Context: an optimization exercise on an open-source flow, tuned for small area, a short achievable clock period and few clock cycles per item. The choices shown serve that exercise and are no tape-out recipe. The RTL was checked by simulation tests, not by an equivalence proof against the original design.

**flow/design.v**
```verilog
package ttf_pkg;
    localparam int MAG_W = 49;    
    localparam int NRM_W = 30;    
endpackage
module ttf_sqrt2 (
    input  logic [31:0] i_rem,
    input  logic [31:0] i_root,
    input  logic [3:0]  i_bits,
    output logic [31:0] o_rem,
    output logic [31:0] o_root
);
    always_comb begin
        logic [34:0] rem2, trial, d;
        logic [31:0] rm, rt;
        rm = i_rem;
        rt = i_root;
        for (int i = 0; i < 2; i++) begin
            rem2  = {1'b0, rm, i_bits[3-2*i -: 2]};
            trial = {1'b0, rt, 2'b01};
            d     = rem2 - trial;
            if (!d[34]) begin
                rm = d[31:0];
                rt = {rt[30:0], 1'b1};
            end else begin
                rm = rem2[31:0];
                rt = {rt[30:0], 1'b0};
            end
        end
        o_rem  = rm;
        o_root = rt;
    end
endmodule
module ttf_div2 (
    input  logic [31:0] i_rem,
    input  logic [30:0] i_div,
    output logic [31:0] o_rem,
    output logic [1:0]  o_q
);
    always_comb begin
        logic [32:0] r2, d;
        logic [31:0] rm;
        rm = i_rem;
        for (int i = 0; i < 2; i++) begin
            r2 = {rm, 1'b0};
            d  = r2 - {2'b0, i_div};
            if (!d[32]) begin
                rm = d[31:0];
                o_q[1-i] = 1'b1;
            end else begin
                rm = r2[31:0];
                o_q[1-i] = 1'b0;
            end
        end
        o_rem = rm;
    end
endmodule
module triangle_tangent_frame_top (
    input  logic               i_clk,
    input  logic               i_rst_n,
    input  logic               i_in_valid,
    output logic               o_in_stall,
    input  logic [23:0]        i_vertex_id,
    input  logic signed [31:0] i_pos_x,
    input  logic signed [31:0] i_pos_y,
    input  logic signed [31:0] i_pos_z,
    input  logic signed [15:0] i_tex_u,
    input  logic signed [15:0] i_tex_v,
    output logic               o_out_valid,
    input  logic               i_out_stall,
    output logic [23:0]        o_out_vertex_id,
    output logic signed [15:0] o_tangent_x,
    output logic signed [15:0] o_tangent_y,
    output logic signed [15:0] o_tangent_z,
    output logic signed [15:0] o_bitangent_x,
    output logic signed [15:0] o_bitangent_y,
    output logic signed [15:0] o_bitangent_z,
    output logic               o_degenerate,
    output logic               o_last_of_triangle
);
    localparam int MW = ttf_pkg::MAG_W;
    localparam int NW = ttf_pkg::NRM_W;
    logic [2:0] r_t;           
    logic [5:0] r_v;           
    logic       r_par [6];     
    logic       r_sc;          
    logic [1:0] r_cc;          
    logic       r_full;        
    logic       shift;         
    logic en, e1_free, e2_free, acc_ok, accept, acc2, start, deliver, last_dlv;
    assign o_out_valid = r_v[5] && (r_t >= 3'd2) && (r_t <= 3'd4);
    assign en          = !(o_out_valid && i_out_stall);
    assign e1_free     = !r_full;
    assign e2_free     = !r_full && !(r_v[0] && r_t != 3'd7);
    assign acc_ok      = (r_cc == 2'd0) ? !r_full :
                         (r_cc == 2'd1) ? e1_free : e2_free;
    assign o_in_stall  = !acc_ok;
    assign accept      = i_in_valid && acc_ok;
    assign acc2        = accept && (r_cc == 2'd2);
    assign start       = en && (r_t == 3'd7) && (r_full || acc2);
    assign deliver     = o_out_valid && !i_out_stall;
    assign last_dlv    = deliver && (r_t == 3'd4);
    assign shift       = en && (r_t == 3'd7);
    always_ff @(posedge i_clk) begin
        if (!i_rst_n) begin
            r_t    <= 3'd7;
            r_v    <= '0;
            r_sc   <= '0;
            r_cc   <= '0;
            r_full <= 1'b0;
        end else begin
            if (accept) r_cc <= (r_cc == 2'd2) ? 2'd0 : r_cc + 2'd1;
            if (start) r_full <= 1'b0;
            else if (acc2) r_full <= 1'b1;
            if (en) begin
                if (r_t == 3'd7) begin
                    r_v  <= {r_v[4:0], start};
                    r_sc <= r_sc ^ start;
                    r_t  <= ({r_v[4:0], start} != 6'd0) ? 3'd0 : 3'd7;
                end else begin
                    r_t <= r_t + 3'd1;
                end
            end
        end
    end
    logic [23:0] r_idin [3];
    logic [23:0] r_ida [6][3];
    always_ff @(posedge i_clk) begin
        if (shift) begin
            r_par[0] <= r_sc;
            for (int a = 1; a < 6; a++) r_par[a] <= r_par[a-1];
            r_ida[0][0] <= r_idin[0];
            r_ida[0][1] <= r_idin[1];
            r_ida[0][2] <= acc2 ? i_vertex_id : r_idin[2];
            for (int r = 0; r < 3; r++) begin
                for (int a = 1; a < 6; a++) r_ida[a][r] <= r_ida[a-1][r];
            end
        end
    end
    logic signed [31:0] r_p0 [3];
    logic signed [15:0] r_u0, r_v0;
    logic signed [32:0] r_e1 [3];
    logic signed [32:0] r_e2 [3];
    logic signed [16:0] r_du1, r_dv1, r_du2, r_dv2;
    logic signed [32:0] r_ce1 [3];
    logic signed [16:0] r_cdu1, r_cdv1;
    always_ff @(posedge i_clk) begin
        if (accept) begin
            r_idin[r_cc] <= i_vertex_id;
            case (r_cc)
                2'd0: begin
                    r_p0[0] <= i_pos_x;
                    r_p0[1] <= i_pos_y;
                    r_p0[2] <= i_pos_z;
                    r_u0    <= i_tex_u;
                    r_v0    <= i_tex_v;
                end
                2'd1: begin
                    r_e1[0] <= 33'(i_pos_x) - 33'(r_p0[0]);
                    r_e1[1] <= 33'(i_pos_y) - 33'(r_p0[1]);
                    r_e1[2] <= 33'(i_pos_z) - 33'(r_p0[2]);
                    r_du1   <= 17'(i_tex_u) - 17'(r_u0);
                    r_dv1   <= 17'(i_tex_v) - 17'(r_v0);
                end
                default: begin
                    r_e2[0] <= 33'(i_pos_x) - 33'(r_p0[0]);
                    r_e2[1] <= 33'(i_pos_y) - 33'(r_p0[1]);
                    r_e2[2] <= 33'(i_pos_z) - 33'(r_p0[2]);
                    r_du2   <= 17'(i_tex_u) - 17'(r_u0);
                    r_dv2   <= 17'(i_tex_v) - 17'(r_v0);
                end
            endcase
        end
        if (start) begin
            for (int c = 0; c < 3; c++) r_ce1[c] <= r_e1[c];
            r_cdu1 <= r_du1;
            r_cdv1 <= r_dv1;
        end
    end
    logic signed [16:0] r_opa1, r_opa2;
    logic signed [32:0] r_opx1, r_opx2;
    logic signed [49:0] r_prod1, r_prod2, r_acc1, r_acc2;
    logic signed [16:0] mux_a1, mux_a2;
    logic signed [32:0] mux_x1, mux_x2;
    always_comb begin
        logic [1:0] k;
        k = 2'((r_t - 3'd1) >> 1);
        if (r_t == 3'd0) begin
            mux_a1 = r_cdu1;  mux_x1 = 33'(r_dv2);
            mux_a2 = r_du2;   mux_x2 = 33'(r_cdv1);
        end else if (r_t[0]) begin
            mux_a1 = r_dv2;   mux_x1 = r_ce1[k];
            mux_a2 = r_cdu1;  mux_x2 = r_e2[k];
        end else begin
            mux_a1 = r_cdv1;  mux_x1 = r_e2[k];
            mux_a2 = r_du2;   mux_x2 = r_ce1[k];
        end
    end
    logic signed [50:0] res1, res2;
    logic [MW-1:0]      mag1, mag2;
    assign res1 = 51'(r_acc1) - 51'(r_prod1);
    assign res2 = 51'(r_acc2) - 51'(r_prod2);
    assign mag1 = res1[50] ? MW'(-res1) : MW'(res1);
    assign mag2 = res2[50] ? MW'(-res2) : MW'(res2);
    logic signed [50:0] resd;
    assign resd = 51'(r_prod1) - 51'(r_prod2);
    logic [MW-1:0] r_mt [3];
    logic [MW-1:0] r_mb [3];
    logic [2:0]    r_st_tmp, r_sb_tmp;
    logic [5:0]    r_dneg, r_dzero;
    always_ff @(posedge i_clk) begin
        if (en) begin
            if (r_v[0] && r_t <= 3'd6) begin
                r_opa1 <= mux_a1;
                r_opx1 <= mux_x1;
                r_opa2 <= mux_a2;
                r_opx2 <= mux_x2;
            end
            r_prod1 <= r_opa1 * r_opx1;
            r_prod2 <= r_opa2 * r_opx2;
            r_acc1  <= r_prod1;
            r_acc2  <= r_prod2;
            if (r_v[0] && r_t == 3'd2) begin
                r_dneg[0]  <= resd[50];
                r_dzero[0] <= (resd == '0);
            end
            if (r_t == 3'd7) begin
                r_dneg[5:1]  <= r_dneg[4:0];
                r_dzero[5:1] <= r_dzero[4:0];
            end
            if (r_v[0] && r_t == 3'd4) begin
                r_mt[0] <= mag1; r_st_tmp[0] <= res1[50];
                r_mb[0] <= mag2; r_sb_tmp[0] <= res2[50];
            end
            if (r_v[0] && r_t == 3'd6) begin
                r_mt[1] <= mag1; r_st_tmp[1] <= res1[50];
                r_mb[1] <= mag2; r_sb_tmp[1] <= res2[50];
            end
            if (r_v[1] && r_t == 3'd0) begin
                r_mt[2] <= mag1; r_st_tmp[2] <= res1[50];
                r_mb[2] <= mag2; r_sb_tmp[2] <= res2[50];
            end
        end
    end
    logic          nrm_b;
    logic [MW-1:0] nm [3];
    logic [MW-1:0] nor_all;
    logic [4:0]    nsh;
    logic [NW-1:0] nn [3];
    assign nrm_b = (r_t == 3'd2);
    always_comb begin
        for (int k = 0; k < 3; k++) nm[k] = nrm_b ? r_mb[k] : r_mt[k];
        nor_all = nm[0] | nm[1] | nm[2];
        nsh = '0;
        for (int i = NW; i < MW; i++) if (nor_all[i]) nsh = 5'(i - NW + 1);
        for (int k = 0; k < 3; k++) nn[k] = NW'(nm[k] >> nsh);
    end
    logic [NW-1:0] r_nt [1:3][3];
    logic [NW-1:0] r_nb [1:4][3];
    logic [2:0]    r_st [1:4];
    logic [2:0]    r_sb [1:5];
    logic [1:4]    r_zt;
    logic [1:5]    r_zb;
    always_ff @(posedge i_clk) begin
        if (en) begin
            if (r_v[1] && r_t == 3'd1) begin
                for (int k = 0; k < 3; k++) r_nt[1][k] <= nn[k];
                r_st[1] <= r_st_tmp;
                r_zt[1] <= (nor_all == '0);
            end
            if (r_v[1] && r_t == 3'd2) begin
                for (int k = 0; k < 3; k++) r_nb[1][k] <= nn[k];
                r_sb[1] <= r_sb_tmp;
                r_zb[1] <= (nor_all == '0);
            end
            if (r_t == 3'd7) begin
                for (int k = 0; k < 3; k++) begin
                    for (int a = 2; a <= 3; a++) r_nt[a][k] <= r_nt[a-1][k];
                    for (int a = 2; a <= 4; a++) r_nb[a][k] <= r_nb[a-1][k];
                end
                for (int a = 2; a <= 4; a++) begin
                    r_st[a] <= r_st[a-1];
                    r_zt[a] <= r_zt[a-1];
                end
                for (int a = 2; a <= 5; a++) begin
                    r_sb[a] <= r_sb[a-1];
                    r_zb[a] <= r_zb[a-1];
                end
            end
        end
    end
    logic [NW-1:0]   r_sqop;
    logic [2*NW-1:0] r_sq;
    logic [2*NW+1:0] r_s;
    logic [2*NW-1:0] sq_full;
    always_comb begin
        sq_full = '0;
        for (int i = 0; i < NW; i++) begin
            logic [2*NW-1:0] row;
            row = '0;
            row[2*i] = r_sqop[i];
            for (int j = i + 1; j < NW; j++) row[i+j+1] = r_sqop[i] & r_sqop[j];
            sq_full = sq_full + row;
        end
    end
    always_ff @(posedge i_clk) begin
        if (en) begin
            case (r_t)
                3'd2: r_sqop <= r_nt[1][0];
                3'd3: r_sqop <= r_nt[1][1];
                3'd4: r_sqop <= r_nt[1][2];
                3'd5: r_sqop <= r_nb[1][0];
                3'd6: r_sqop <= r_nb[1][1];
                3'd7: r_sqop <= r_nb[1][2];
                default: ;
            endcase
            r_sq <= sq_full;
            if (r_t == 3'd4 || r_t == 3'd7) r_s <= (2*NW+2)'(r_sq);
            else r_s <= r_s + (2*NW+2)'(r_sq);
        end
    end
    logic [31:0] r_rem [4];
    logic [31:0] r_root [4];
    logic [63:0] r_rad [4];
    logic [31:0] o_rem [4];
    logic [31:0] o_root [4];
    logic [63:0] s_fin;
    logic        ld [4];
    logic [30:0] r_lt, r_lb;
    assign s_fin = 64'(r_s + (2*NW+2)'(r_sq));
    assign ld[0] = r_v[1] && r_t == 3'd6 && !r_par[1];
    assign ld[1] = r_v[1] && r_t == 3'd6 &&  r_par[1];
    assign ld[2] = r_v[2] && r_t == 3'd1 && !r_par[2];
    assign ld[3] = r_v[2] && r_t == 3'd1 &&  r_par[2];
    for (genvar u = 0; u < 4; u++) begin : g_sqrt
        ttf_sqrt2 u_sq (.i_rem(r_rem[u]), .i_root(r_root[u]), .i_bits(r_rad[u][63:60]),
                        .o_rem(o_rem[u]), .o_root(o_root[u]));
        always_ff @(posedge i_clk) begin
            if (en) begin
                r_rem[u]  <= ld[u] ? 32'd0 : o_rem[u];
                r_root[u] <= ld[u] ? 32'd0 : o_root[u];
                r_rad[u]  <= ld[u] ? s_fin : {r_rad[u][59:0], 4'd0};
            end
        end
    end
    always_ff @(posedge i_clk) begin
        if (en) begin
            if (r_v[3] && r_t == 3'd6) r_lt <= r_par[3] ? o_root[1][30:0] : o_root[0][30:0];
            if (r_v[4] && r_t == 3'd1) r_lb <= r_par[4] ? o_root[3][30:0] : o_root[2][30:0];
        end
    end
    logic [31:0] r_drt [3];
    logic [31:0] r_drb [3];
    logic [15:0] r_dqt [3];
    logic [15:0] r_dqb [3];
    logic [31:0] dot_rem [3];
    logic [31:0] dob_rem [3];
    logic [1:0]  dot_q [3];
    logic [1:0]  dob_q [3];
    logic        dldt, dldb;
    assign dldt = (r_t == 3'd6);
    assign dldb = (r_t == 3'd1);
    for (genvar k = 0; k < 3; k++) begin : g_div
        ttf_div2 u_dt (.i_rem(r_drt[k]), .i_div(r_lt), .o_rem(dot_rem[k]), .o_q(dot_q[k]));
        ttf_div2 u_db (.i_rem(r_drb[k]), .i_div(r_lb), .o_rem(dob_rem[k]), .o_q(dob_q[k]));
        always_ff @(posedge i_clk) begin
            if (en) begin
                r_drt[k] <= dldt ? 32'(r_nt[3][k]) : dot_rem[k];
                r_drb[k] <= dldb ? 32'(r_nb[4][k]) : dob_rem[k];
                r_dqt[k] <= {r_dqt[k][13:0], dot_q[k]};
                r_dqb[k] <= {r_dqb[k][13:0], dob_q[k]};
            end
        end
    end
    logic signed [15:0] r_ot [3];
    logic signed [15:0] r_ob [3];
    logic               r_odeg, r_degt;
    logic [15:0]        qvt [3];
    logic [15:0]        qvb [3];
    logic               zt, zb, dnt, dnb;
    assign dnt = r_dneg[4];
    assign dnb = r_dneg[5];
    assign zt  = r_dzero[4] | r_zt[4];
    assign zb  = r_dzero[5] | r_zb[5];
    always_comb begin
        for (int k = 0; k < 3; k++) begin
            logic [15:0] q16, qf;
            q16    = {r_dqt[k][13:0], dot_q[k]};
            qf     = 16'((16'(q16[15:1]) + 16'd1) >> 1);
            qvt[k] = zt ? 16'd0 : ((r_st[4][k] ^ dnt) ? -qf : qf);
            q16    = {r_dqb[k][13:0], dob_q[k]};
            qf     = 16'((16'(q16[15:1]) + 16'd1) >> 1);
            qvb[k] = zb ? 16'd0 : ((r_sb[5][k] ^ dnb) ? -qf : qf);
        end
    end
    always_ff @(posedge i_clk) begin
        if (en) begin
            if (r_v[4] && r_t == 3'd6) begin
                for (int k = 0; k < 3; k++) r_ot[k] <= qvt[k];
                r_degt <= zt;
            end
            if (r_v[5] && r_t == 3'd1) begin
                for (int k = 0; k < 3; k++) r_ob[k] <= qvb[k];
                r_odeg <= r_degt | zb;
            end
        end
    end
    logic [1:0] fr;
    assign fr = 2'(r_t - 3'd2);
    assign o_out_vertex_id    = r_ida[5][fr];
    assign o_tangent_x        = r_ot[0];
    assign o_tangent_y        = r_ot[1];
    assign o_tangent_z        = r_ot[2];
    assign o_bitangent_x      = r_ob[0];
    assign o_bitangent_y      = r_ob[1];
    assign o_bitangent_z      = r_ob[2];
    assign o_degenerate       = r_odeg;
    assign o_last_of_triangle = (r_t == 3'd4);
endmodule
```
**flow/run.sh**
```bash
#!/bin/bash
# synth_recipe.tcl (not shown) runs the flow's synth.tcl, then flattens the netlist and writes it again
# the make line also repeats each setting of config.mk as NAME=value (left out here)
make -C /OpenROAD-flow-scripts/flow DESIGN_CONFIG=/design/flow/config.mk WORK_HOME=/design/flow/orfs CLKGATE_MAP_FILE= SYNTH_SCRIPT=/design/flow/synth_recipe.tcl finish
```
**flow/config.mk**
```make
export PLATFORM = sky130hd
export DESIGN_NAME = triangle_tangent_frame_top
export DESIGN_NICKNAME = triangle_tangent_frame_top
export VERILOG_FILES = /design/flow/design.v
export SDC_FILE = /design/flow/constraint.sdc
export NUM_CORES = 4
export LEC_CHECK = 0
export ABC_CLOCK_PERIOD_IN_PS = 5000
export CAP_MARGIN = 20
export CORE_MARGIN = 2
export CORE_UTILIZATION = 40
export SETUP_SLACK_MARGIN = 3.5
export SLEW_MARGIN = 20
```
**flow/constraint.sdc**
```tcl
create_clock -name core_clock -period 10.0 [get_ports {i_clk}]
set_input_delay 2.0000 -clock core_clock [delete_from_list [all_inputs] [get_ports {i_clk}]]
set_output_delay 2.0000 -clock core_clock [all_outputs]
set_load 0.01 [all_outputs]
```
==> results_dict.tcl, run 1 <==
set metrics [dict create \
    status "complete, no violations" \
    wl_per_cell_um 22.18 \
    clk_latency_ps 1050 \
    synth_mux_area_share_pct 2.511 \
    hold_violations 0 \
    grt_max_degree 175 \
    synth_area_sq_mm 0.2400 \
    clk_pin_slew_ps 70 \
    dr.pass1.iters 6 \
    synth.avg_cell_area_sq_um 10.50 \
    drc 0 \
    grt-ovfl-total 0 \
    ys_seq_elements 3451 \
    ant_nets 0 \
    startpoint_type "flip-flop" \
    synthSimpleGateAreaFrac_pct 12.97 \
    cts_tree "yes" \
    critPathMostFrequentCell "fa_1" \
    required_ps 10840 \
    worstReg2RegEnd "r_sq[58]" \
    hold_path.class "reg2reg" \
    r2r-start "r_sqop[0]" \
    setup_viol 0 \
    synth_top_family_by_area "adder cells" \
    hpwlAfterDp_um 505400 \
    synthXorXnorAreaFrac_pct 4.384 \
    whs_ps 366.0 \
    fin_crit_ps 7075 \
    dr_total_vias 176000 \
    yosys.area.top_type_share_pct 43.01 \
    coreArea_sq_mm 0.5980 \
    critPathKind "reg2reg" \
    synth_edf_count 3438 \
    max_slew_margin_pct 12.63 \
    crit_slowest_cell "fa_1" \
    maxCapViolCount 0 \
    totalWireLength_um 714100 \
    synth_cell_types 116 \
    clockRootBuffer "clkbuf_16" \
    viasPerCell 5.467 \
    r2r_slack_ps 2930 \
    io_pins 280 \
    fillers 54640 \
    path_buf_inv 2 \
    clk_path_buf_depth 4 \
    cp.arrival_ps 7910 \
    crit_path_max_incr_delay_ps 550 \
    rsz0062_at_grt "yes" \
    layout-drive-gt1-share_pct 12.76 \
    row_count 284 \
    numCtsBuffers 386 \
    synth-warning-count 61 \
    hold_start "r_e1[0][5]" \
    grt_pass1_wl_um 1058000 \
    cts_num_sinks 3451 \
    yosys.area.top_type "edfxtp_1" \
    synth-compound-area-share_pct 12.75 \
    worst_slew_pin_slew_ps 1310 \
    worst_path_dominant_cell_family "adder cells" \
    hold_end "r_ce1[0][5]" \
    first_global_vias 172800 \
    async_flop_share_pct 0 \
    h-tree-depth 5 \
    syn_nets 25870 \
    grt_use_total_pct 22.56 \
    crit_path_end_kind "flip-flop" \
    reg2reg_depth 25 \
    fin_skew_ps 119.0 \
    layout.nets 26770 \
    place.gp.congestion 1.000 \
    dieArea_sq_mm 0.6063 \
    dieHeight_um 778.6 \
    setup_tns_ps 0 \
    syn_inst 22860 \
    cp_max_fo 12 \
    synthAdderAreaFrac_pct 19.41 \
    min_period_over_period_pct 70.75 \
    fp.dieW_um 778.6 \
    max_freq_ghz 0.1414 \
    area_delta_synth_final_pct 17.02 \
    start_util_pct 40.14 \
    yosysSeqAreaShare_pct 43.12 \
    first_iter_violations 14210 \
    min_path_cells 0 \
    slew_violations 0 \
    antenna_found_initial 40 \
    synthTopCellsByArea "edfxtp_1 43%, fa_1 12%, ha_1 7.4%" \
    io_buffers 279 \
    synth_top_flop_cell "edfxtp_1" \
]
final cells by class:
cell class              instances  area (sq um)  share of cell area (%)
diodes                        113         282.8                  0.1007
clock buffers                 451          9903                   3.526
clock inverters               253          3196                   1.138
inverters                    2141          8245                   2.936
multi-input cells           16340        131000                   46.62
flip-flops and latches       3451        103500                   36.85
well taps                    8008         10020                   3.567
repair buffers               1429         14770                   5.258
repair inverters                1         7.507                0.002673
cells in the final DEF (no fill, tap or decap), types with 513 or more instances in the layout:
cell type	count
a21o_1	513
a21oi_1	1305
and2_1	685
buf_4	800
edfxtp_1	3438
fa_1	1382
ha_1	1279
inv_1	2047
nand2_1	2565
nor2_1	1719
o21ai_0	1138
xnor2_1	764
kinds of logic after synthesis:
family	after synthesis
simple gates	6838
compound gates	4898
flops	3451
buf+inv	3073
fa+ha+maj	2861
xor+xnor	1195
mux	541
cell usage after synthesis, types with 144 or more instances:
master       n
xor2_1     412
a31oi_1    163
nand4_1    146
nor3_1     407
nand3_1    315
mux2_2     190
a21o_1     516
and3_1     165
ha_1      1423
fa_1      1438
edfxtp_1  3438
o21a_1     187
nor2_1    1779
nand2_1   2631
nand2b_1   180
a21oi_1   1452
xnor2_1    777
o21bai_1   144
o21ai_0   1276
mux2i_1    321
clkbuf_1   779
and2_1     708
a211oi_1   166
nor2b_1    155
inv_1     2125
layer usage:
metal	part of all wire (%)	global-route usage, %	wire length (um)
met5	0.012	0	86
met4	5.4	10.24	38720
met3	6.5	3.356	46520
met2	46	37.23	331900
met1	42	29.43	296900
per-stage QoR:
step / cells / setup slack (ps) / area [sq um] / util (%)
detailed placement: 30480 / 1679 / 252100 / 42.15
global route: 32180 / 2734 / 280800 / 46.96
finish: 32190 / 2925 / 280900 / 46.97
CTS: 31790 / 2988 / 274600 / 45.92
global placement: 30480 / 1726 / 252000 / 42.13
floorplan: 22860 / -6896 / 240100 / -
worst reg2reg max path, stage by stage (launching register included):
cell	delay, ps
edfxtp_1	410
buf_12	160
buf_12	140
and2_1	160
fa_1	510
fa_1	450
fa_1	540
fa_1	440
fa_1	550
ha_4	220
ha_4	240
a211oi_2	270
nand2_2	90
or4_1	410
nor3_2	210
o21ai_2	130
a21oi_4	210
o21ai_4	90
a41oi_4	270
o31ai_4	90
and3_4	190
o211a_1	200
o21a_1	210
o21ai_2	130
or4b_4	470
o311ai_2	90
worst max-delay path by stage:
stage	depth (start not counted)	to	start
floorplan	3	flip-flop	i_out_stall
global placement	28	r_drt[1][1]	r_lt[0]
detailed placement	28	r_drt[1][1]	r_lt[0]
CTS	28	r_sq[58]	r_sqop[21]
global route	29	r_prod1[47]	r_opa1[5]
finish	25	r_sq[58]	r_sqop[0]
registers in the layout (all words and copies together), names as in the netlist, 48 cells and up, named ones only:
name,cells
r_ida,408
r_nb,360
r_nt,270
r_rad,256
r_mb,147
r_mt,147
r_rem,128
r_root,128
r_ce1,99
r_e1,99
r_e2,99
r_drb,96
r_drt,96
r_p0,96
r_idin,72
r_s,62
r_sq,59
r_acc1,50
r_acc2,50
r_prod1,50
r_prod2,50
r_ob,48
r_ot,48
repair_timing:
| action | in CTS | in global routing |
|---|---|---|
| setup endpoints to repair | 585 | 534 |
| setup buffers | 558 | 255 |
| cloned | 44 | 31 |
| gates resized for setup | 835 | 739 |
| hold buffers | 0 | 0 |
| pin swaps | 344 | 424 |
Testbench counts, summed over its fixed seeds: cycles 2,880, items 320.
==> inputs of run 2 (changes only) <==
--- a/flow/config.mk
+++ b/flow/config.mk
@@ -9,5 +9,6 @@
 export CAP_MARGIN = 20
 export CORE_MARGIN = 2
-export CORE_UTILIZATION = 40
+export CORE_UTILIZATION = 50
 export SETUP_SLACK_MARGIN = 3.5
 export SLEW_MARGIN = 20
+export TNS_END_PERCENT = 5
==> run 2 against run 1 <==
- still clean
- global-route usage increased by 6.0 points
- clock-buffer cell count decreased by 4
- via count decreased by 1.4%
- sequential cell count unchanged
- clock skew decreased by 40 ps
- cell count decreased by 6.3%
- critical path depth decreased by 5
- routed wire length decreased by 1.1%
- critical endpoint is now r_nt[0][22]
- largest cell class unchanged
- highest routed layer unchanged
==> results_dict.tcl, run 2 <==
set metrics [dict create \
    cts_tree "yes" \
    setup_viol 0 \
    crit_start "r_t[0]" \
    r2r-start "r_t[0]" \
    clk_pin_slew_ps 60 \
    final_cell_mix "3438 x edfxtp_1, 2617 x nand2_1, 2100 x inv_1" \
    largest_reg_flops 408 \
    viasPerCell 5.753 \
    final_common_cell "edfxtp_1" \
    hpwlAfterDp_um 521100 \
    fin_skew_ps 78.50 \
    maxCapViolCount 0 \
    worst_path_dominant_cell_family "compound AO/OA/AOI/OAI gates" \
    dieArea_sq_mm 0.4856 \
    ys_seq_elements 3451 \
    drc 0 \
    first_iter_violations 15730 \
    dieHeight_um 696.9 \
    synth_area_sq_mm 0.2400 \
    crit_path_end_kind "flip-flop" \
    start_util_pct 50.18 \
    layout.nets 26320 \
    area_delta_synth_final_pct 12.48 \
    fp.dieW_um 696.9 \
    top_register "r_ida" \
    yosys.area.top_type "edfxtp_1" \
    grt_use_total_pct 28.51 \
    cp_max_fo 62 \
    synthTopCellsByArea "edfxtp_1 43%, fa_1 12%, ha_1 7.4%" \
    hold_path.class "reg2reg" \
    r2r_slack_ps 2770 \
    antenna_found_initial 81 \
    post-place-ws_ps 1385 \
    first_global_vias 169800 \
    io_buffers 279 \
    status "complete, no violations" \
    crit_slowest_cell "a311oi_1" \
    path_cells "inv_2, ha_2, buf_6, nor2b_4, buf_12, nor4_1, a21oi_1, o21ai_0, a21oi_1, o22ai_1, a21o_2, buf_4, and3_1, a311oi_1, mux2i_1, nor2_1, nor2_1, nor2_1, a311oi_1, a21oi_1" \
    layout-drive-gt1-share_pct 8.595 \
    fin_util_pct 56.45 \
    hold_violations 0 \
    cp.arrival_ps 7880 \
    yosysSeqAreaShare_pct 43.12 \
    path_buf_inv 4 \
    required_ps 10650 \
    synth_edf_count 3438 \
    dr.pass1.iters 10 \
    synthTopCellsByCount "3438 x edfxtp_1, 2631 x nand2_1, 2125 x inv_1, 1779 x nor2_1, 1452 x a21oi_1" \
    syn_inst 22860 \
    grt_max_degree 171 \
    synth_cell_types 116 \
    synth_most_common_cell "edfxtp_1" \
    largest_registers "r_ida x408, r_nb x360, r_nt x270" \
    max_freq_ghz 0.1384 \
    slew_violations 0 \
    critPathKind "reg2reg" \
    cts_num_sinks 3451 \
    clk_path_buf_depth 4 \
    ant_nets 0 \
    numCtsBuffers 381 \
    setup_slack_ps 2773 \
    wl_per_cell_um 23.43 \
    h-tree-depth 5 \
    dr_total_vias 173500 \
    hold_start "r_e1[1][3]" \
    max_slew_margin_pct 3.837 \
    rsz0062_at_grt "yes" \
    fin_crit_ps 7227 \
    crit_path_max_incr_delay_ps 1030 \
    setup_tns_ps 0 \
    clk_latency_ps 1030 \
    worstReg2RegEnd "r_nt[0][22]" \
    startpoint_type "flip-flop" \
    synth-warning-count 61 \
    coreArea_sq_mm 0.4783 \
    min_path_cells 0 \
    async_flop_share_pct 0 \
    clockRootBuffer "clkbuf_16" \
    synth_top_flop_cell "edfxtp_1" \
    syn_nets 25870 \
    worst_slew_pin_slew_ps 1432 \
    grt-ovfl-total 0 \
    place.gp.congestion 0.9878 \
    hold_end "r_ce1[1][3]" \
    reg2reg_depth 20 \
    totalWireLength_um 706600 \
    row_count 254 \
    grt_pass1_wl_um 1053000 \
    io_pins 280 \
    synth.avg_cell_area_sq_um 10.50 \
    min_period_over_period_pct 72.27 \
    yosys.area.top_type_share_pct 43.01 \
]
==> run 2: repair_timing <==
item,in CTS,in global routing
gates cloned,21,11
setup buffers,322,48
hold buffers,0,0
pin swaps,158,79
endpoints found under the setup margin,595,629
resized for setup,397,171
==> run 2: kinds of logic (layout without fill, tap and decap cells) <==
group                    Yosys count  in the layout  share of synthesized area (%)
AO/OA/AOI/OAI                   4898           4901                          12.75
multiplexers                     541            541                          2.511
buffers and inverters           3073           3816                          4.850
adder cells (fa/ha/maj)         2861           2861                          19.41
XOR/XNOR                        1195           1197                          4.384
AND/OR/NAND/NOR                 6838           6839                          12.97
flip-flops                      3451           3451                          43.12
other                              0            148                              0
==> run 2: cell type report <==
| class | count | area (sq um) |
|---|---|---|
| Fill cell | 41130 | 208300 |
| Inverter | 2141 | 8127 |
| Multi-Input combinational cell | 16340 | 127600 |
| Timing Repair Buffer | 984 | 9960 |
| Clock buffer | 447 | 9910 |
| Tap cell | 6400 | 8008 |
| Sequential cell | 3451 | 103500 |
| Antenna cell | 148 | 370.4 |
| Clock inverter | 244 | 2547 |
==> run 2: layer usage <==
layer | up-vias | wire length [um] | GRT usage [%]
li1 | 81280 | - | -
met1 | 85190 | 285600 | 36.39
met2 | 5652 | 331100 | 46.98
met3 | 1349 | 42120 | 3.694
met4 | 20 | 47730 | 16.21
met5 | - | 144 | 0
==> run 2: worst reg2reg max path, cell delays in order (launching register included) <==
cell and delay, ps:
dfxtp_4 340, inv_2 410, ha_2 390, buf_6 440, nor2b_4 440, buf_12 340, nor4_1 80, a21oi_1 160
o21ai_0 150, a21oi_1 200, o22ai_1 170, a21o_2 440, buf_4 400, and3_1 340, a311oi_1 1030, mux2i_1 350
nor2_1 170, nor2_1 110, nor2_1 120, a311oi_1 60, a21oi_1 710
==> run 2: through the flow <==
stage | hold slack (ps) | cell area, sq um | instances
finish | 365.7 | 270000 | 30150
global route | 368.4 | 269900 | 30120
CTS | 353.5 | 268100 | 29950
detailed placement | 404.5 | 250400 | 28910
global placement | 400.3 | 250300 | 28910
floorplan | 400.3 | 240100 | 22860
==> run 2: how the worst max path moves through the flow <==
stage                       end  cells past startpoint
finish              r_nt[0][22]                     20
detailed placement  r_drt[1][8]                     27
floorplan             flip-flop                      3
CTS                    r_sq[58]                     28
global route           r_sq[58]                     27
global placement    r_drt[1][9]                     27
==> inputs of run 3 (changes only) <==
--- a/flow/design.v
+++ b/flow/design.v
@@ -90,5 +90,5 @@
     assign o_out_valid = r_v[5] && (r_t >= 3'd2) && (r_t <= 3'd4);
     assign en          = !(o_out_valid && i_out_stall);
-    assign e1_free     = !r_full;
+    assign e1_free     = !r_full && !(r_v[0] && r_t < 3'd6);
     assign e2_free     = !r_full && !(r_v[0] && r_t != 3'd7);
     assign acc_ok      = (r_cc == 2'd0) ? !r_full :
@@ -142,6 +142,4 @@
     logic signed [32:0] r_e2 [3];
     logic signed [16:0] r_du1, r_dv1, r_du2, r_dv2;
-    logic signed [32:0] r_ce1 [3];
-    logic signed [16:0] r_cdu1, r_cdv1;
     always_ff @(posedge i_clk) begin
         if (accept) begin
@@ -171,9 +169,4 @@
             endcase
         end
-        if (start) begin
-            for (int c = 0; c < 3; c++) r_ce1[c] <= r_e1[c];
-            r_cdu1 <= r_du1;
-            r_cdv1 <= r_dv1;
-        end
     end
     logic signed [16:0] r_opa1, r_opa2;
@@ -186,12 +179,12 @@
         k = 2'((r_t - 3'd1) >> 1);
         if (r_t == 3'd0) begin
-            mux_a1 = r_cdu1;  mux_x1 = 33'(r_dv2);
-            mux_a2 = r_du2;   mux_x2 = 33'(r_cdv1);
+            mux_a1 = r_du1;   mux_x1 = 33'(r_dv2);
+            mux_a2 = r_du2;   mux_x2 = 33'(r_dv1);
         end else if (r_t[0]) begin
-            mux_a1 = r_dv2;   mux_x1 = r_ce1[k];
-            mux_a2 = r_cdu1;  mux_x2 = r_e2[k];
+            mux_a1 = r_dv2;   mux_x1 = r_e1[k];
+            mux_a2 = r_du2;   mux_x2 = r_e1[k];
         end else begin
-            mux_a1 = r_cdv1;  mux_x1 = r_e2[k];
-            mux_a2 = r_du2;   mux_x2 = r_ce1[k];
+            mux_a1 = r_dv1;   mux_x1 = r_e2[k];
+            mux_a2 = r_du1;   mux_x2 = r_e2[k];
         end
     end
@@ -230,13 +223,13 @@
             if (r_v[0] && r_t == 3'd4) begin
                 r_mt[0] <= mag1; r_st_tmp[0] <= res1[50];
-                r_mb[0] <= mag2; r_sb_tmp[0] <= res2[50];
+                r_mb[0] <= mag2; r_sb_tmp[0] <= !res2[50];
             end
             if (r_v[0] && r_t == 3'd6) begin
                 r_mt[1] <= mag1; r_st_tmp[1] <= res1[50];
-                r_mb[1] <= mag2; r_sb_tmp[1] <= res2[50];
+                r_mb[1] <= mag2; r_sb_tmp[1] <= !res2[50];
             end
             if (r_v[1] && r_t == 3'd0) begin
                 r_mt[2] <= mag1; r_st_tmp[2] <= res1[50];
-                r_mb[2] <= mag2; r_sb_tmp[2] <= res2[50];
+                r_mb[2] <= mag2; r_sb_tmp[2] <= !res2[50];
             end
         end
--- a/flow/config.mk
+++ b/flow/config.mk
@@ -12,3 +12,2 @@
 export SETUP_SLACK_MARGIN = 3.5
 export SLEW_MARGIN = 20
-export TNS_END_PERCENT = 5
==> run 3 against run 2 <==
- still clean
- register-to-register slack improved by 190 ps
- via count decreased by 2.1%
- maximum frequency increased by 2.7%
- synthesized cell count decreased by 4.6%
- routed wire length decreased by 3.3%
- sequential share of layout area decreased by 1.6 points
- cell count decreased by 3.1%
- critical path type unchanged
- critical endpoint is now r_prod1[46]
- highest routed layer unchanged
==> results_dict.tcl, run 3 <==
set metrics [dict create \
    maxCapViolCount 0 \
    first_global_vias 166600 \
    largest_registers "r_ida x408, r_nb x360, r_nt x270" \
    row_count 250 \
    first_iter_violations 15120 \
    grt_max_degree 181 \
    cts_num_sinks 3318 \
    max_slew_margin_pct 14.62 \
    startpoint_type "flip-flop" \
    required_ps 10710 \
    place.gp.congestion 1.010 \
    cp_max_fo 17 \
    synth_most_common_cell "edfxtp_1" \
    io_buffers 279 \
    layout-drive-gt1-share_pct 12.90 \
    clk_latency_ps 1020 \
    grt_use_total_pct 28.19 \
    clk_path_buf_depth 4 \
    layout.nets 25730 \
    rsz0062_at_grt "yes" \
    final_cell_mix "3305 x edfxtp_1, 2617 x nand2_1, 2083 x inv_1" \
    area_delta_synth_final_pct 16.20 \
    status "complete, no violations" \
    slew_violations 0 \
    crit_path_max_incr_delay_ps 540 \
    fp.dieW_um 686.4 \
    final_common_cell "edfxtp_1" \
    cts-hold-fix-buffers 0 \
    dr.pass1.iters 6 \
    crit_slowest_cell "fa_1" \
    max_freq_ghz 0.1421 \
    clk_pin_slew_ps 60 \
    hold_path.class "reg2reg" \
    dieArea_sq_mm 0.4712 \
    drc 0 \
    fin_skew_ps 109.7 \
    hpwlAfterDp_um 490500 \
    ys_seq_elements 3318 \
    post-place-ws_ps 1131 \
    viasPerCell 5.808 \
    ant_nets 0 \
    whs_ps 365.9 \
    grt_pass1_wl_um 1019000 \
    h-tree-depth 5 \
    wl_per_cell_um 23.37 \
    yosys.area.top_type_share_pct 42.62 \
    coreArea_sq_mm 0.4636 \
    synth_area_sq_mm 0.2329 \
    top_register "r_ida" \
    grt-ovfl-total 0 \
    syn_inst 21810 \
    setup_tns_ps 0 \
    synth-warning-count 59 \
    hold_violations 0 \
    setup_viol 0 \
    fin_crit_ps 7035 \
    worst_slew_pin_slew_ps 1248 \
    synth_edf_count 3305 \
    setup_slack_ps 2965 \
    antenna_found_initial 38 \
    cp.arrival_ps 7750 \
    dr_total_vias 169800 \
    crit_path_end_kind "flip-flop" \
    yosys.area.top_type "edfxtp_1" \
    start_util_pct 50.23 \
    totalWireLength_um 683300 \
    min_period_over_period_pct 70.35 \
    dieHeight_um 686.4 \
    critPathKind "reg2reg" \
    clockRootBuffer "clkbuf_16" \
    synthTopCellsByCount "3305 x edfxtp_1, 2724 x nand2_1, 2156 x inv_1, 1478 x nor2_1, 1438 x fa_1" \
    synth_cell_types 105 \
    largest_reg_flops 408 \
    syn_nets 24820 \
    cts_tree "yes" \
    synth_top_flop_cell "edfxtp_1" \
    io_pins 280 \
    numCtsBuffers 369 \
    async_flop_share_pct 0 \
    critPathMostFrequentCell "fa_1" \
    yosysSeqAreaShare_pct 42.73 \
    synthTopCellsByArea "edfxtp_1 43%, fa_1 12%, ha_1 7.6%" \
    synth.avg_cell_area_sq_um 10.68 \
]
==> run 3: cell count changes in the layout (fill, tap and decap cells not counted), moves of 114 or more <==
cell and delta:
nor3_1 -214, nor2_1 -331, a21oi_1 -375, o21ai_0 -175, edfxtp_1 -133, buf_4 +203
mux4_2 +114
==> run 3: metal layers <==
layer / wire length [um] / global-route usage, %
met1: 282300 / 37.43
met2: 318300 / 45.99
met3: 48550 / 4.377
met4: 34050 / 12.33
met5: 110 / 0
==> run 3: area by class of cell <==
cell class | instances | area [sq um]
Antenna cell | 39 | 97.59
Clock buffer | 445 | 9592
Clock inverter | 233 | 2766
Fill cell | 38870 | 193000
Inverter | 2173 | 8362
Multi-Input combinational cell | 15490 | 128300
Sequential cell | 3318 | 99510
Tap cell | 6174 | 7725
Timing Repair Buffer | 1355 | 14200
Timing Repair inverter | 7 | 81.33
==> run 3: final timing paths <==
path / startpoint / to / slack [ps] / depth (start not counted)
setup reg to reg: r_opa1[6] / r_prod1[46] / 2960 / 27
hold reg to reg: r_nb[5][11] / r_nb[8][11] / 370 / 0
hold / removal: r_nb[5][11] / r_nb[8][11] / 370 / 0
setup / recovery: r_opa1[6] / r_prod1[46] / 2960 / 27
==> run 3: logic make-up (layout without fill, tap and decap cells) <==
family / Yosys count / after routing / share of synthesized area (%)
other cells: 0 / 39 / 0
flops: 3318 / 3318 / 42.73
simple gates: 6351 / 6362 / 12.41
xor+xnor: 1194 / 1196 / 4.500
compound gates: 4566 / 4566 / 12.47
buf+inv: 3014 / 4213 / 4.885
mux: 503 / 503 / 2.998
fa+ha+maj: 2861 / 2861 / 20.01
==> run 3: stage by stage <==
stage / cells / util (%) / area [sq um]
after floorplan: 21810 / - / 233000
after global placement: 27720 / 52.44 / 243100
after detailed placement: 27720 / 52.46 / 243200
after CTS: 28980 / 57.26 / 265400
after global routing: 29210 / 58.36 / 270500
final: 29230 / 58.37 / 270600
==> run 3: worst max-delay path, delay by kind of cell (launching register included) <==
| family | cells | cell delay (ps) |
|---|---|---|
| xor+xnor | 1 | 140 |
| flops | 1 | 420 |
| simple gates | 2 | 280 |
| buf+inv | 7 | 760 |
| fa+ha+maj | 7 | 3360 |
| compound gates | 10 | 1810 |
==> run 3: what timing repair did <==
action / in CTS / in global routing
gates cloned: 32 / 27
setup buffers: 555 / 179
pin swaps: 331 / 387
endpoints found under the setup margin: 603 / 454
resized for setup: 870 / 756
Testbench counts of run 3, summed over its fixed seeds: cycles 2,880, items 320.
==> inputs of run 4 (changes only) <==
--- a/flow/config.mk
+++ b/flow/config.mk
@@ -10,4 +10,5 @@
 export CORE_MARGIN = 2
 export CORE_UTILIZATION = 50
+export CTS_BUF_LIST = sky130_fd_sc_hd__clkbuf_8
 export SETUP_SLACK_MARGIN = 3.5
 export SLEW_MARGIN = 20
==> run 4 against run 3 <==
- sequential share of layout area grew 0.26 points
- register-to-register slack better by 30 ps
- worst setup slack better by 26 ps
- core utilization is 0.41 points lower
- routed wire length down 0.14%
- maximum frequency is 0.37% higher
- design area fell by 0.71%
- hold slack better by 27 ps
- non-clock buffer count shrank 21
- cell count grew 1.2%
- critical path type unchanged
- highest routed layer unchanged
==> results_dict.tcl, run 4 <==
set metrics [dict create \
    synth.avg_cell_area_sq_um 10.68 \
    clk_path_buf_depth 4 \
    synth_most_common_cell "edfxtp_1" \
    yosysSeqAreaShare_pct 42.73 \
    hold_violations 0 \
    maxCapViolCount 0 \
    dr.pass1.iters 9 \
    grt_max_degree 181 \
    synth_cell_types 105 \
    yosys.area.top_type_share_pct 42.62 \
    critPathMostFrequentCell "buf_12" \
    grt_pass1_wl_um 1018000 \
    grt_use_total_pct 28.13 \
    dieHeight_um 686.4 \
    fin_skew_ps 90.77 \
    wl_per_cell_um 23.07 \
    whs_ps 393.0 \
    synth_mux_area_share_pct 2.998 \
    clk_latency_ps 1250 \
    cts_num_sinks 3318 \
    antenna_found_initial 41 \
    viasPerCell 5.757 \
    crit_path_max_incr_delay_ps 590 \
    async_flop_share_pct 0 \
    row_count 250 \
    synthTopCellsByArea "edfxtp_1 43%, fa_1 12%, ha_1 7.6%" \
    yosys.area.top_type "edfxtp_1" \
    crit_path_end_kind "flip-flop" \
    crit_slowest_cell "or4b_4" \
    fin_util_pct 57.96 \
    dp.cells 27720 \
    final_cell_mix "3305 x edfxtp_1, 2615 x nand2_1, 2263 x inv_1" \
    numCtsBuffers 587 \
    start_util_pct 50.23 \
    startpoint_type "flip-flop" \
    synthXorXnorAreaFrac_pct 4.500 \
    layout-drive-gt1-share_pct 13.30 \
    clk_pin_slew_ps 60 \
    critPathKind "reg2reg" \
    cts_tree "yes" \
    ant_nets 0 \
    io_pins 280 \
    area_delta_synth_final_pct 15.38 \
    hpwlAfterDp_um 490500 \
    synth_area_sq_mm 0.2329 \
    final_common_cell "edfxtp_1" \
    final_cells 29580 \
    cp_max_fo 6 \
    max_slew_margin_pct 13.97 \
    setup_viol 0 \
    dieArea_sq_mm 0.4712 \
    ys_seq_elements 3318 \
    synth-warning-count 59 \
    worst_path_dominant_cell_family "compound AO/OA/AOI/OAI gates" \
    r2r_slack_ps 2990 \
    synthSimpleGateAreaFrac_pct 12.41 \
    coreArea_sq_mm 0.4636 \
    largest_reg_flops 408 \
    layout.nets 25930 \
    status "complete, no violations" \
    setup_tns_ps 0 \
    path_buf_inv 9 \
    largest_registers "r_ida x408, r_nb x360, r_nt x270" \
    drc 0 \
    clockRootBuffer "clkbuf_8" \
    fillers 39340 \
    cts-hold-fix-buffers 0 \
    synth_top_family_by_area "adder cells" \
    min_period_over_period_pct 70.09 \
    required_ps 10900 \
    totalWireLength_um 682300 \
    cp.arrival_ps 7910 \
    top_register "r_ida" \
    dr_total_vias 170300 \
    slew_violations 0 \
    first_global_vias 168000 \
    first_iter_violations 14920 \
    fp.dieW_um 686.4 \
    syn_inst 21810 \
    max_freq_ghz 0.1427 \
    worst_slew_pin_slew_ps 1284 \
    fin_crit_ps 7009 \
    hold_path.class "reg2reg" \
    place.gp.congestion 1.010 \
    io_buffers 279 \
    synth-compound-area-share_pct 12.47 \
    synthAdderAreaFrac_pct 20.01 \
    synth_edf_count 3305 \
    synthTopCellsByCount "3305 x edfxtp_1, 2724 x nand2_1, 2156 x inv_1, 1478 x nor2_1, 1438 x fa_1" \
    rsz0062_at_grt "yes" \
    grt-ovfl-total 0 \
    synth_top_flop_cell "edfxtp_1" \
    h-tree-depth 6 \
    syn_nets 24820 \
]
[run 4: cell counts after synthesis]
No cell type changed its count.
[run 4: layout make-up]
class,instances,area (sq um),share of cell area (%)
multi-input cells,15490,127800,47.56
flip-flops and latches,3318,99510,37.04
repair buffers,1334,13890,5.169
inverters,2173,8342,3.105
clock buffers,598,8230,3.063
well taps,6174,7725,2.875
clock inverters,450,3002,1.117
diodes,39,97.59,0.03632
repair inverters,8,95.09,0.03539
[run 4: metal layers]
layer,share of wire [%],wire length (um),vias to the layer above,global-route usage [%]
li1,-,-,79010,-
met1,41,282100,83930,37.01
met2,46,315600,5988,45.66
met3,7.2,49220,1344,4.929
met4,5.2,35190,30,12.73
met5,0.026,180,-,0
[run 4: timing repair]
item | 4_1_cts | 5_1_grt
setup endpoints to repair | 623 | 428
gates resized for setup | 769 | 762
buffers inserted | 527 | 189
gates cloned | 28 | 28
pin swaps | 307 | 392
hold endpoints to repair | 0 | 0
[run 4: cell families (layout without fill, tap and decap cells)]
family,count (synthesis),after routing
mux,503,503
buf+inv,3014,4563
other cells,0,39
xor+xnor,1194,1196
compound gates,4566,4566
simple gates,6351,6360
flops,3318,3318
fa+ha+maj,2861,2861
[run 4: through the flow]
step                      cell area, sq um  setup slack (ps)
after floorplan                     233000             -6934
after global placement              243100              1294
after detailed placement            243200              1131
after CTS                           263400              3066
after global routing                268600              2755
final                               268700              2991
[run 4: worst paths after layout]
kind	start	to	depth (start not counted)
max	r_lb[1]	r_drb[2][7]	32
min	r_st[3][2]	r_st[4][2]	0
max reg2reg	r_lb[1]	r_drb[2][7]	32
min reg2reg	r_st[3][2]	r_st[4][2]	0
==> inputs of run 5 (changes only) <==
--- a/flow/config.mk
+++ b/flow/config.mk
@@ -9,6 +9,5 @@
 export CAP_MARGIN = 20
 export CORE_MARGIN = 2
-export CORE_UTILIZATION = 50
-export CTS_BUF_LIST = sky130_fd_sc_hd__clkbuf_8
+export CORE_UTILIZATION = 65
 export SETUP_SLACK_MARGIN = 3.5
 export SLEW_MARGIN = 20
==> run 5 against run 4 <==
- maximum frequency down 1.0%
- register-to-register slack got worse by 70 ps
- critical path depth is 2 lower
- core utilization is 17 points higher
- clock-buffer cell count is 181 lower
- synthesized cell count did not move
- area after synthesis unchanged
- via count grew 2.4%
- critical endpoint is now r_drb[2][31]
- non-clock buffer count increased by 114
==> results_dict.tcl, run 5 <==
set metrics [dict create \
    antenna_found_initial 44 \
    synth_cell_types 105 \
    worstReg2RegEnd "r_drb[2][31]" \
    row_count 219 \
    synth_top_flop_cell "edfxtp_1" \
    synth.avg_cell_area_sq_um 10.68 \
    async_flop_share_pct 0 \
    cts_tree "yes" \
    hold_end "r_nb[10][18]" \
    grt_use_total_pct 36.26 \
    fp.dieW_um 602.5 \
    dr.pass1.iters 10 \
    critPathKind "reg2reg" \
    largest_reg_flops 408 \
    max_freq_ghz 0.1412 \
    grt_max_degree 197 \
    yosysSeqAreaShare_pct 42.73 \
    layout.nets 25810 \
    place.gp.congestion 1.017 \
    maxCapViolCount 0 \
    dieArea_sq_mm 0.3631 \
    first_iter_violations 18850 \
    ys_seq_elements 3318 \
    synth_edf_count 3305 \
    cts_num_sinks 3318 \
    crit_path_end_kind "flip-flop" \
    setup_slack_ps 2917 \
    io_pins 280 \
    dr_total_vias 174500 \
    yosys.area.top_type_share_pct 42.62 \
    final_common_cell "edfxtp_1" \
    synth_area_sq_mm 0.2329 \
    required_ps 10850 \
    coreArea_sq_mm 0.3562 \
    multiInputGateArea_sq_mm 0.1282 \
    viasPerCell 6.260 \
    first_global_vias 170300 \
    syn_inst 21810 \
    clk_path_buf_depth 4 \
    slew_violations 0 \
    yosys.area.top_type "edfxtp_1" \
    seq_area_sq_mm 0.09951 \
    whs_ps 363.5 \
    hold_start "r_nb[7][18]" \
    min_period_over_period_pct 70.83 \
    post_dp_cell_area_sq_mm 0.2409 \
    startpoint_type "flip-flop" \
    fin_skew_ps 81.25 \
    clockRootBuffer "clkbuf_16" \
    synth-warning-count 59 \
    start_util_pct 65.37 \
    area_delta_synth_final_pct 15.31 \
    cp.arrival_ps 7930 \
    clk_latency_ps 1010 \
    final_cell_mix "3305 x edfxtp_1, 2613 x nand2_1, 2080 x inv_1" \
    rsz0062_at_grt "yes" \
    reg2reg_depth 30 \
    r2r_slack_ps 2920 \
    crit_path_max_incr_delay_ps 590 \
    worst_slew_pin_slew_ps 1349 \
    totalWireLength_um 677600 \
    synthTopCellsByCount "3305 x edfxtp_1, 2724 x nand2_1, 2156 x inv_1, 1478 x nor2_1, 1438 x fa_1" \
    syn_nets 24820 \
    hold_path.class "reg2reg" \
    hpwlAfterDp_um 472300 \
    drc 0 \
    critPathMostFrequentCell "buf_6" \
    grt_pass1_wl_um 1007000 \
    wl_per_cell_um 24.31 \
    grt-ovfl-total 0 \
    stdcell_area_sq_mm 0.2685 \
    synthTopCellsByArea "edfxtp_1 43%, fa_1 12%, ha_1 7.6%" \
    ant_nets 0 \
    setup_viol 0 \
    max_slew_margin_pct 10.06 \
    top_register "r_ida" \
    fin_crit_ps 7083 \
    clk_pin_slew_ps 60 \
    hold_violations 0 \
    h-tree-depth 5 \
    crit_slowest_cell "or4b_4" \
    synth_most_common_cell "edfxtp_1" \
    numCtsBuffers 352 \
    largest_registers "r_ida x408, r_nb x360, r_nt x270" \
    cp_max_fo 5 \
    layout-drive-gt1-share_pct 13.20 \
    post-place-ws_ps 1327 \
    fillers 23950 \
    status "complete, no violations" \
    io_buffers 279 \
    dieHeight_um 602.5 \
    r2r-start "r_lb[1]" \
    min_path_cells 0 \
]
==> run 5: cell types whose count changed in the layout (fill, tap and decap cells not counted), sizes merged <==
| cell | delta |
|---|---|
| diode | +7 |
| clkinvlp | +6 |
| clkbuf | -179 |
| buf | +109 |
| clkinv | -43 |
| or2 | +2 |
| bufbuf | +3 |
| bufinv | +8 |
| nand2 | +3 |
| xnor3 | -2 |
| inv | -200 |
==> run 5: cells by family after synthesis <==
kind of cell	Yosys count	synth area share, %
AOI/OAI and AO/OA	4566	12.47
buffers and inverters	3014	4.885
muxes	503	2.998
DFF	3318	42.73
xor gates and xnor gates	1194	4.500
adders and majority gates	2861	20.01
and+or+nand+nor	6351	12.41
==> run 5: layout make-up <==
cell class	instances	share of cell area [%]
multi-input cells	15490	47.75
inverters	2173	3.113
clock buffers	417	3.379
repair inverters	8	0.02842
repair buffers	1448	5.461
well taps	4751	2.214
clock inverters	221	0.9505
flip-flops and latches	3318	37.06
diodes	46	0.04287
==> run 5: worst max-delay path, delay by kind of cell, from the launching register on <==
kind            cells  cell delay, ps
compound gates     17            3730
simple gates        3            1200
buf+inv             7             800
fa+ha+maj           2             440
flops               1             430
mux                 1             320
==> run 5: repair_timing <==
action                                  CTS  global route
endpoints found under the setup margin  468           534
cloned                                   40            31
hold buffers                              0             0
pin swaps                               374           503
buffers inserted                        635           234
resized for setup                       799           816
==> run 5: stage by stage <==
step	cells	utilization [%]	TNS (ps)
floorplan	21810	-	-7828310
global placement	26240	67.59	0
detailed placement	26250	67.63	0
CTS	27560	73.77	0
global route	27860	75.37	0
finish	27870	75.38	0
==> run 5: worst max path at each step <==
stage | cells after the start | from | to
after floorplan | 8 | i_out_stall | r_t[0]
after global routing | 28 | r_sqop[19] | r_sq[56]
after global placement | 24 | r_sqop[4] | r_sq[58]
after detailed placement | 24 | r_sqop[4] | r_sq[58]
after CTS | 26 | r_sqop[19] | r_sq[57]
final | 30 | r_lb[1] | r_drb[2][31]
==> run 5: layer usage <==
layer	routed length, um	track usage (%)	vias up
met1	255800	46.62	85140
met5	211	0	-
met4	48650	21.56	30
met2	312200	58.02	8581
met3	60670	6.403	2060
li1	-	-	78650
==> inputs of run 6 (changes only) <==
--- a/flow/config.mk
+++ b/flow/config.mk
@@ -9,5 +9,6 @@
 export CAP_MARGIN = 20
 export CORE_MARGIN = 2
-export CORE_UTILIZATION = 65
+export CORE_UTILIZATION = 50
+export CTS_BUF_LIST = sky130_fd_sc_hd__clkbuf_4 sky130_fd_sc_hd__clkbuf_8
 export SETUP_SLACK_MARGIN = 3.5
 export SLEW_MARGIN = 20
==> run 6 against run 5 <==
- sequential cell count is the same
- via count decreased by 2.2%
- still clean
==> results_dict.tcl, run 6 <==
set metrics [dict create \
    fillers 39130 \
    synthTopCellsByCount "3305 x edfxtp_1, 2724 x nand2_1, 2156 x inv_1, 1478 x nor2_1, 1438 x fa_1" \
    synth_edf_count 3305 \
    max_slew_margin_pct 9.266 \
    slew_violations 0 \
    syn_nets 24820 \
    r2r_slack_ps 3010 \
    dieHeight_um 686.4 \
    synth.avg_cell_area_sq_um 10.68 \
    largest_reg_flops 408 \
    cts_tree "yes" \
    crit_path_end_kind "flip-flop" \
    row_count 250 \
    viasPerCell 5.763 \
    dr.pass1.iters 9 \
    ys_seq_elements 3318 \
    io_buffers 279 \
    fp.dieW_um 686.4 \
    totalWireLength_um 683200 \
    min_path_cells 0 \
    first_iter_violations 14760 \
    clk_pin_slew_ps 70 \
    fin_skew_ps 102.8 \
    dr_total_vias 170600 \
    hold_end "r_st[4][2]" \
    hold_path.class "reg2reg" \
    reg2reg_depth 26 \
    top_register "r_ida" \
    clk_latency_ps 1240 \
    ant_nets 0 \
    synth-warning-count 59 \
    hold_start "r_st[3][2]" \
    whs_ps 392.6 \
    place.gp.congestion 1.010 \
    seq_area_sq_mm 0.09951 \
    yosysSeqAreaShare_pct 42.73 \
    critPathKind "reg2reg" \
    required_ps 10990 \
    async_flop_share_pct 0 \
    yosys.area.top_type_share_pct 42.62 \
    layout.nets 25940 \
    synthTopCellsByArea "edfxtp_1 43%, fa_1 12%, ha_1 7.6%" \
    worstReg2RegEnd "r_sq[58]" \
    cp.arrival_ps 7980 \
    largest_registers "r_ida x408, r_nb x360, r_nt x270" \
    hpwlAfterDp_um 490500 \
    r2r-start "r_sqop[4]" \
    setup_tns_ps 0 \
    numCtsBuffers 587 \
    final_cell_mix "3305 x edfxtp_1, 2623 x nand2_1, 2080 x inv_1" \
    h-tree-depth 6 \
    dieArea_sq_mm 0.4712 \
    layout-drive-gt1-share_pct 14.26 \
    grt_max_degree 181 \
    setup_viol 0 \
    final_common_cell "edfxtp_1" \
    synth_area_sq_mm 0.2329 \
    antenna_found_initial 41 \
    max_freq_ghz 0.1430 \
    min_period_over_period_pct 69.94 \
    hold_violations 0 \
    fin_crit_ps 6994 \
    yosys.area.top_type "edfxtp_1" \
    wl_per_cell_um 23.09 \
    worst_slew_pin_slew_ps 1343 \
    clockRootBuffer "clkbuf_8" \
    cp_max_fo 7 \
    rsz0062_at_grt "yes" \
    status "complete, no violations" \
    clk_path_buf_depth 4 \
    drc 0 \
    multiInputGateArea_sq_mm 0.1282 \
    area_delta_synth_final_pct 15.93 \
    coreArea_sq_mm 0.4636 \
    grt-ovfl-total 0 \
    cts_num_sinks 3318 \
    io_pins 280 \
    synth_most_common_cell "edfxtp_1" \
    synth_cell_types 105 \
    maxCapViolCount 0 \
    first_global_vias 168700 \
    syn_inst 21810 \
    grt_use_total_pct 28.24 \
    synth_top_flop_cell "edfxtp_1" \
    grt_pass1_wl_um 1022000 \
    startpoint_type "flip-flop" \
    start_util_pct 50.23 \
]
## run 6: worst max-delay path, stage by stage (launching register included)
cell and delay (ps):
edfxtp_1 370, buf_12 150, buf_12 150, nand2_4 50, fa_1 520, inv_2 40, fa_1 550, fa_1 440
fa_1 540, fa_1 460, ha_4 300, ha_4 200, a21o_1 170, a21o_1 170, a221o_1 370, a311oi_2 320
o211ai_1 200, a21boi_1 210, o31ai_2 130, a31oi_2 210, o41ai_2 90, buf_4 180, nand4_1 180, o21ai_2 110
a221o_1 370, a21oi_2 150, xnor2_1 70
## run 6: repair_timing
| item | in CTS | in global routing |
|---|---|---|
| pin swaps | 371 | 365 |
| buffers inserted | 560 | 171 |
| hold buffers | 0 | 0 |
| setup endpoints to repair | 622 | 429 |
| gates resized for setup | 937 | 685 |
| cloned | 39 | 16 |
## run 6: layer usage
metal | vias to the layer above | GRT usage (%) | wire, um
met3 | 1364 | 4.851 | 48380
met5 | - | 0 | 126
met4 | 20 | 13.22 | 36340
li1 | 79070 | - | -
met2 | 5983 | 45.65 | 315200
met1 | 84120 | 37.20 | 283200
## run 6: per-stage QoR
step                      cell area (sq um)  instances  utilization, %  setup WS, ps
after floorplan                      233000      21810               -         -6934
after global placement               243100      27720           52.44          1294
after detailed placement             243200      27720           52.46          1131
after CTS                            265300      29370           57.22          3037
after global routing                 269900      29570           58.22          2766
final                                270000      29600           58.24          3006
## run 6: cells by family after synthesis
| group | synth area share [%] |
|---|---|
| simple gates | 12.41 |
| compound gates | 12.47 |
| flops | 42.73 |
| buf+inv | 4.885 |
| fa+ha+maj | 20.01 |
| xor+xnor | 4.500 |
| mux | 2.998 |
## run 6: cell type report
cell class                      count  area share, %
Timing Repair inverter              8        0.03661
Multi-Input combinational cell  15490          47.48
Antenna cell                       40        0.03708
Timing Repair Buffer             1348          5.237
Inverter                         2173          3.087
Sequential cell                  3318          36.86
Clock inverter                    278         0.8727
Clock buffer                      770          3.527
Tap cell                         6174          2.862
## run 6: worst max path at each step
| stage | start | end | cells after the start |
|---|---|---|---|
| global placement | r_lt[0] | r_drt[0][18] | 29 |
| global route | r_opa1[16] | r_prod1[48] | 28 |
| detailed placement | r_lt[0] | r_drt[0][18] | 29 |
| finish | r_sqop[4] | r_sq[58] | 26 |
| CTS | r_opx1[5] | r_prod1[46] | 31 |
| floorplan | i_out_stall | r_t[0] | 8 |

==> re-timing with driven ports <==
The results above use ideal ports. As a check the final layouts listed here were re-extracted and re-timed, cells and wires unchanged. Step 1 sets driving cells, clkbuf_16 on the clock port and buf_2 on the other inputs (assumed; they add their load-dependent delay and slew). Step 2 moves the port delays by t, midway between the first and last clock arrival at a register: inputs arrive t later, outputs are due t later. That takes back most of the time a late clock gives input paths. Three values: no drivers, after step 1, after step 2; two values: the first two.
run | t, ns | setup WS [ns] | pins driven straight from the clock port
run 1 | 1.117 | 2.925 / 2.925 / 2.899 | 1
run 2 | 1.122 | 2.773 / 2.773 / 2.773 | 1
run 3 | 1.083 | 2.965 / 2.965 / 2.965 | 1
run 4 | 1.317 | 2.991 / 2.991 / 2.991 | 1
run 5 | 1.079 | 2.917 / 2.917 / 2.917 | 1
run 6 | 1.319 | 3.006 / 3.006 / 3.006 | 1
After both steps setup and hold are still met in every run listed. For run 1, which loses most, drivers alone change the setup slack by 0.000 ns; drivers and shift together by -0.026 ns.
